This design comes from an exercise in tuning for small area on the open sky130 flow, not from production work. The RTL was checked by simulation tests, not by an equivalence proof against the original design. No activity file was given, so power comes from the tool's default toggle rates.

## oak
==> flow/design.v <==
package udp_tx_cfg_pkg;
    localparam int unsigned PAYLOAD_BYTES = 18;
    localparam int unsigned FRAME_BYTES = 60;
    localparam int unsigned PREAMBLE_NIBBLES = 16;
    localparam int unsigned FRAME_NIBBLES    = 2 * FRAME_BYTES;
    localparam int unsigned FCS_NIBBLES      = 8;
    localparam int unsigned GAP_NIBBLES      = 24;
    localparam int unsigned NIBBLE_DIVIDER = 4;
    typedef logic [6:0] nibble_idx_t;
    typedef logic [$clog2(NIBBLE_DIVIDER)-1:0] div_count_t;
    typedef enum logic [2:0] {
        PHASE_IDLE,
        PHASE_BUILD,
        PHASE_CHECKSUM,
        PHASE_PREAMBLE,
        PHASE_FRAME,
        PHASE_FCS,
        PHASE_GAP
    } tx_phase_e;
    typedef struct packed {
        logic [31:0] src_ip;
        logic [47:0] src_mac;
        logic [15:0] src_port;
        logic [31:0] dest_ip;
        logic [47:0] dest_mac;
        logic [15:0] dest_port;
    } udp_request_t;
    typedef struct packed {
        logic       en;
        logic       strobe;
        logic [3:0] d;
    } mii_tx_t;
endpackage
import udp_tx_cfg_pkg::*;
module udp_tx_top (
    input  logic                                       clk,
    input  logic                                       reset,
    input  logic                                       send,
    input  udp_tx_cfg_pkg::udp_request_t               request,
    input  logic [udp_tx_cfg_pkg::PAYLOAD_BYTES*8-1:0] payload,
    output logic                                       ready,
    output udp_tx_cfg_pkg::mii_tx_t                    tx
);
    localparam int RING = 336;
    logic [1:0] div;
    logic       tick;
    logic       busy;        
    logic [7:0] n;           
    logic [1:0] v;           
    logic [9:0] pos;
    assign pos = {n, div[1] ~^ div[0], ~div[0]};
    logic accept;
    assign accept = send & ready;
    logic [7:0] n_inc;
    assign n_inc[0] = ~n[0];
    for (genvar i = 1; i < 8; i++) begin : g_inc
        assign n_inc[i] = n[i] ^ (&n[i-1:0]);
    end
    always_ff @(posedge clk) begin
        if (reset) begin
            div  <= '0;
            tick <= 1'b0;
        end else begin
            div  <= {div[1] ^ div[0], ~div[0]};
            tick <= (div == 2'd3);
        end
    end
    always_ff @(posedge clk) begin
        if (reset) begin
            ready <= 1'b1;
            busy  <= 1'b0;
            n     <= '0;
        end else if (accept) begin
            ready <= 1'b0;
            busy  <= 1'b1;
            n     <= {8{div[1]}};
        end else if (busy && tick) begin
            if (n == 8'd167) begin
                ready <= 1'b1;
                busy  <= 1'b0;
                n     <= '0;
            end else begin
                n <= n_inc;
            end
        end
    end
    always_ff @(posedge clk) begin
        if (ready) begin
            v <= div;
        end
    end
    logic [1:0] sel;
    assign sel = {v[1], ~v[0]};
    logic [479:0] fdata;
    assign fdata = {request.dest_mac, request.src_mac, 16'h0, 80'h0, 16'h0,
                    request.src_ip, request.dest_ip, request.src_port, request.dest_port,
                    32'h0, payload};
    logic [RING-1:0] ring;
    logic [RING-1:0] ring_in;
    for (genvar q = 0; q < RING; q++) begin : g_map
        localparam int TF = (q < 144) ? (479 - q) : (q < 240) ? (447 - q) : (335 - q);
        assign ring_in[q] = fdata[(59 - TF / 8) * 8 + TF % 8];
    end
    localparam int CS_W = 146;
    logic [RING-1:0] ring_prev;
    logic            cs_wr, cs_sum;
    always_comb begin
        ring_prev = {ring[RING-2:0], ring[RING-1]};
        if (cs_wr) begin
            ring_prev[CS_W] = cs_sum;
        end
    end
    always_ff @(posedge clk) begin
        ring <= ~((ring_in | {RING{busy}}) & (ring_prev | {RING{ready}}));
    end
    logic corr;
    assign corr = pos[0] ^ sel[0];
    logic tap_a, tap_b, tap_c;
    assign tap_a = ring[62 + sel] ^ corr;
    assign tap_b = ring[174 + sel] ^ corr;
    assign tap_c = ring[206 + sel] ^ corr;
    localparam logic [15:0] CSUM_INIT = 16'h4C44;
    logic cy;
    logic cs_init, cs_first, cs_win, cs_d, cs_a;
    assign cs_init  = (pos < 10'd160);
    assign cs_first = (pos < 10'd176);
    assign cs_win   = (pos < 10'd224);
    assign cs_wr    = !cs_init && (pos < 10'd240);
    assign cs_d     = cs_win & tap_a;
    assign cs_a     = cs_first ? CSUM_INIT[pos[3:0]] : ring[CS_W + 15];
    assign cs_sum   = cs_a ^ cs_d ^ cy;
    always_ff @(posedge clk) begin
        if (cs_init) begin
            cy <= 1'b0;
        end else begin
            cy <= (cs_a & cs_d) | (cs_a & cy) | (cs_d & cy);
        end
    end
    logic cs_out;
    assign cs_out = ring[CS_W + 31];
    logic [7:0] kbyte;
    always_comb begin
        case (pos[9:3])
            7'd20:   kbyte = 8'h08;
            7'd22:   kbyte = 8'h45;
            7'd23:   kbyte = 8'h0C;
            7'd25:   kbyte = 8'h2E;
            7'd30:   kbyte = 8'hFF;
            7'd31:   kbyte = 8'h11;
            7'd47:   kbyte = 8'h1A;
            default: kbyte = 8'h00;
        endcase
    end
    logic [31:0] crc;
    logic        s;
    always_comb begin
        if (pos < 10'd64) begin
            s = ~pos[0] | (pos[5:0] == 6'd63);
        end else if (pos < 10'd160) begin
            s = tap_a;
        end else if (pos < 10'd256) begin
            s = kbyte[pos[2:0]];
        end else if (pos < 10'd272) begin
            s = ~cs_out;
        end else if (pos < 10'd368) begin
            s = tap_b;
        end else if (pos < 10'd400) begin
            s = kbyte[pos[2:0]];
        end else if (pos < 10'd544) begin
            s = tap_c;
        end else begin
            s = ~crc[0];
        end
    end
    localparam logic [31:0] POLY = 32'hEDB88320;
    logic in_frame, fb;
    assign in_frame = (pos >= 10'd64) && (pos < 10'd544);
    assign fb       = crc[0] ^ s;
    always_ff @(posedge clk) begin
        for (int i = 0; i < 31; i++) begin
            crc[i] <= crc[i+1] ^ (POLY[i] & in_frame & fb);
        end
        crc[31] <= in_frame ? fb : 1'b1;
    end
    logic [2:0] col;
    logic       sending;
    assign sending = busy && (n < 8'd144);
    always_ff @(posedge clk) begin
        col <= {s, col[2:1]};
    end
    logic en_q;
    logic [3:0] d_q;
    always_ff @(posedge clk) begin
        if (reset) begin
            en_q <= 1'b0;
            d_q  <= '0;
        end else if (tick) begin
            en_q <= sending;
            d_q  <= sending ? {s, col} : 4'h0;
        end
    end
    assign tx.en     = en_q;
    assign tx.strobe = en_q && (div == 2'd1);
    assign tx.d      = d_q;
endmodule
==> flow/config.mk <==
export PLATFORM = sky130hd
export DESIGN_NAME = udp_tx_top
export DESIGN_NICKNAME = udp_tx_top
export VERILOG_FILES = /design/flow/design.v
export SDC_FILE = /design/flow/constraint.sdc
export NUM_CORES = 4
export LEC_CHECK = 0
export ABC_AREA = 0
export CAP_MARGIN = 20
export CORE_MARGIN = 2
export CORE_UTILIZATION = 60
export SLEW_MARGIN = 20
==> flow/constraint.sdc <==
create_clock -name core_clock -period 10.0 [get_ports {clk}]
set_input_delay 2.0000 -clock core_clock [delete_from_list [all_inputs] [get_ports {clk}]]
set_output_delay 2.0000 -clock core_clock [all_outputs]
set_load 0.01 [all_outputs]
standard.sh (not shown) runs the stock make flow with config.mk's settings and CLKGATE_MAP_FILE= SYNTH_SCRIPT=/design/flow/synth_recipe.tcl, a recipe that flattens the netlist after the stock synthesis.
==> flow/flow/run.sh <==
#!/bin/bash
set -euo pipefail
export BUFFER_PORTS_ARGS="-buffer_cell sky130_fd_sc_hd__buf_1"
export CTS_ARGS="-sink_clustering_enable -repair_clock_nets -dont_use_dummy_load -buf_list sky130_fd_sc_hd__clkbuf_4 -sink_clustering_size 12 -sink_clustering_max_diameter 40"
bash standard.sh > flow_make.log 2>&1
Setup changes, oak to pine
diff --git a/flow/design.v b/flow/design.v
--- a/flow/design.v
+++ b/flow/design.v
@@ -47,22 +47,17 @@
     logic       busy;        
     logic [7:0] n;           
     logic [1:0] v;           
     logic [9:0] pos;
-    assign pos = {n, div[1] ~^ div[0], ~div[0]};
+    assign pos = {n, div - 2'd1};
     logic accept;
     assign accept = send & ready;
-    logic [7:0] n_inc;
-    assign n_inc[0] = ~n[0];
-    for (genvar i = 1; i < 8; i++) begin : g_inc
-        assign n_inc[i] = n[i] ^ (&n[i-1:0]);
-    end
     always_ff @(posedge clk) begin
         if (reset) begin
             div  <= '0;
             tick <= 1'b0;
         end else begin
-            div  <= {div[1] ^ div[0], ~div[0]};
+            div  <= div + 2'd1;
             tick <= (div == 2'd3);
         end
     end
     always_ff @(posedge clk) begin
@@ -79,9 +74,9 @@
                 ready <= 1'b1;
                 busy  <= 1'b0;
                 n     <= '0;
             end else begin
-                n <= n_inc;
+                n <= n + 8'd1;
             end
         end
     end
     always_ff @(posedge clk) begin
@@ -137,18 +132,20 @@
         end
     end
     logic cs_out;
     assign cs_out = ring[CS_W + 31];
+    logic [8:0] tf;
+    assign tf = 9'(pos - 10'd64);
     logic [7:0] kbyte;
     always_comb begin
-        case (pos[9:3])
-            7'd20:   kbyte = 8'h08;
-            7'd22:   kbyte = 8'h45;
-            7'd23:   kbyte = 8'h0C;
-            7'd25:   kbyte = 8'h2E;
-            7'd30:   kbyte = 8'hFF;
-            7'd31:   kbyte = 8'h11;
-            7'd47:   kbyte = 8'h1A;
+        case (tf[8:3])
+            6'd12:   kbyte = 8'h08;
+            6'd14:   kbyte = 8'h45;
+            6'd15:   kbyte = 8'h0C;
+            6'd17:   kbyte = 8'h2E;
+            6'd22:   kbyte = 8'hFF;
+            6'd23:   kbyte = 8'h11;
+            6'd39:   kbyte = 8'h1A;
             default: kbyte = 8'h00;
         endcase
     end
     logic [31:0] crc;
@@ -158,15 +155,15 @@
             s = ~pos[0] | (pos[5:0] == 6'd63);
         end else if (pos < 10'd160) begin
             s = tap_a;
         end else if (pos < 10'd256) begin
-            s = kbyte[pos[2:0]];
+            s = kbyte[tf[2:0]];
         end else if (pos < 10'd272) begin
             s = ~cs_out;
         end else if (pos < 10'd368) begin
             s = tap_b;
         end else if (pos < 10'd400) begin
-            s = kbyte[pos[2:0]];
+            s = kbyte[tf[2:0]];
         end else if (pos < 10'd544) begin
             s = tap_c;
         end else begin
             s = ~crc[0];
Notes after the runs:
[compare] base=oak new=pine: number of standard cells in the layout, taps in and fillers out increased by 2.8% relative to the old numbers; share of power burned in registers rose 0.2 points; count of clock-buffer cells in the layout essentially unchanged.
oak → pine: routability congestion estimate increased by 0.038 relative to the old numbers, area growth from synthesis to final layout increased by 0.28 points relative to the old numbers, flop and latch count out of synthesis closely matched the old numbers, cell area increased by about 1.5% relative to the old numbers.
pine vs oak on die width: pine is the higher one.
[compare] base=oak new=pine: internal power summed over all cells shows a reduction of 1.5%, number of distinct library cells after synthesis climbed 17%.

==> re-timing with driven ports <==
Ports are ideal in the flow. The routed layouts listed here were re-timed in OpenROAD.
Step 1 (the two cells are an assumption about what drives the block):
set clk [get_ports {clk}]
set_driving_cell -lib_cell sky130_fd_sc_hd__clkbuf_16 $clk
set_driving_cell -lib_cell sky130_fd_sc_hd__buf_2 [delete_from_list [all_inputs] $clk]
Step 2, shift: input delay + t, output delay - t, t = (earliest + latest rising clock arrival at the registers) / 2. This alone moves slack from input paths to output paths.
Slacks: no drivers / after step 1 / after step 2; pairs: no drivers / after step 1.
run | t, ns | setup WS [ns] | clock arrival spread, ns | worst register clock-pin slew, ns | worst data-port slew with drivers (ns)
oak | 0.665 | 6.259 / 6.216 / 6.739 | 0.065 / 0.064 | 0.12 / 0.12 | 0.08
pine | 0.654 | 6.150 / 6.108 / 6.762 | 0.056 / 0.056 | 0.12 / 0.12 | 0.09
After both steps setup and hold are still met in every run listed.
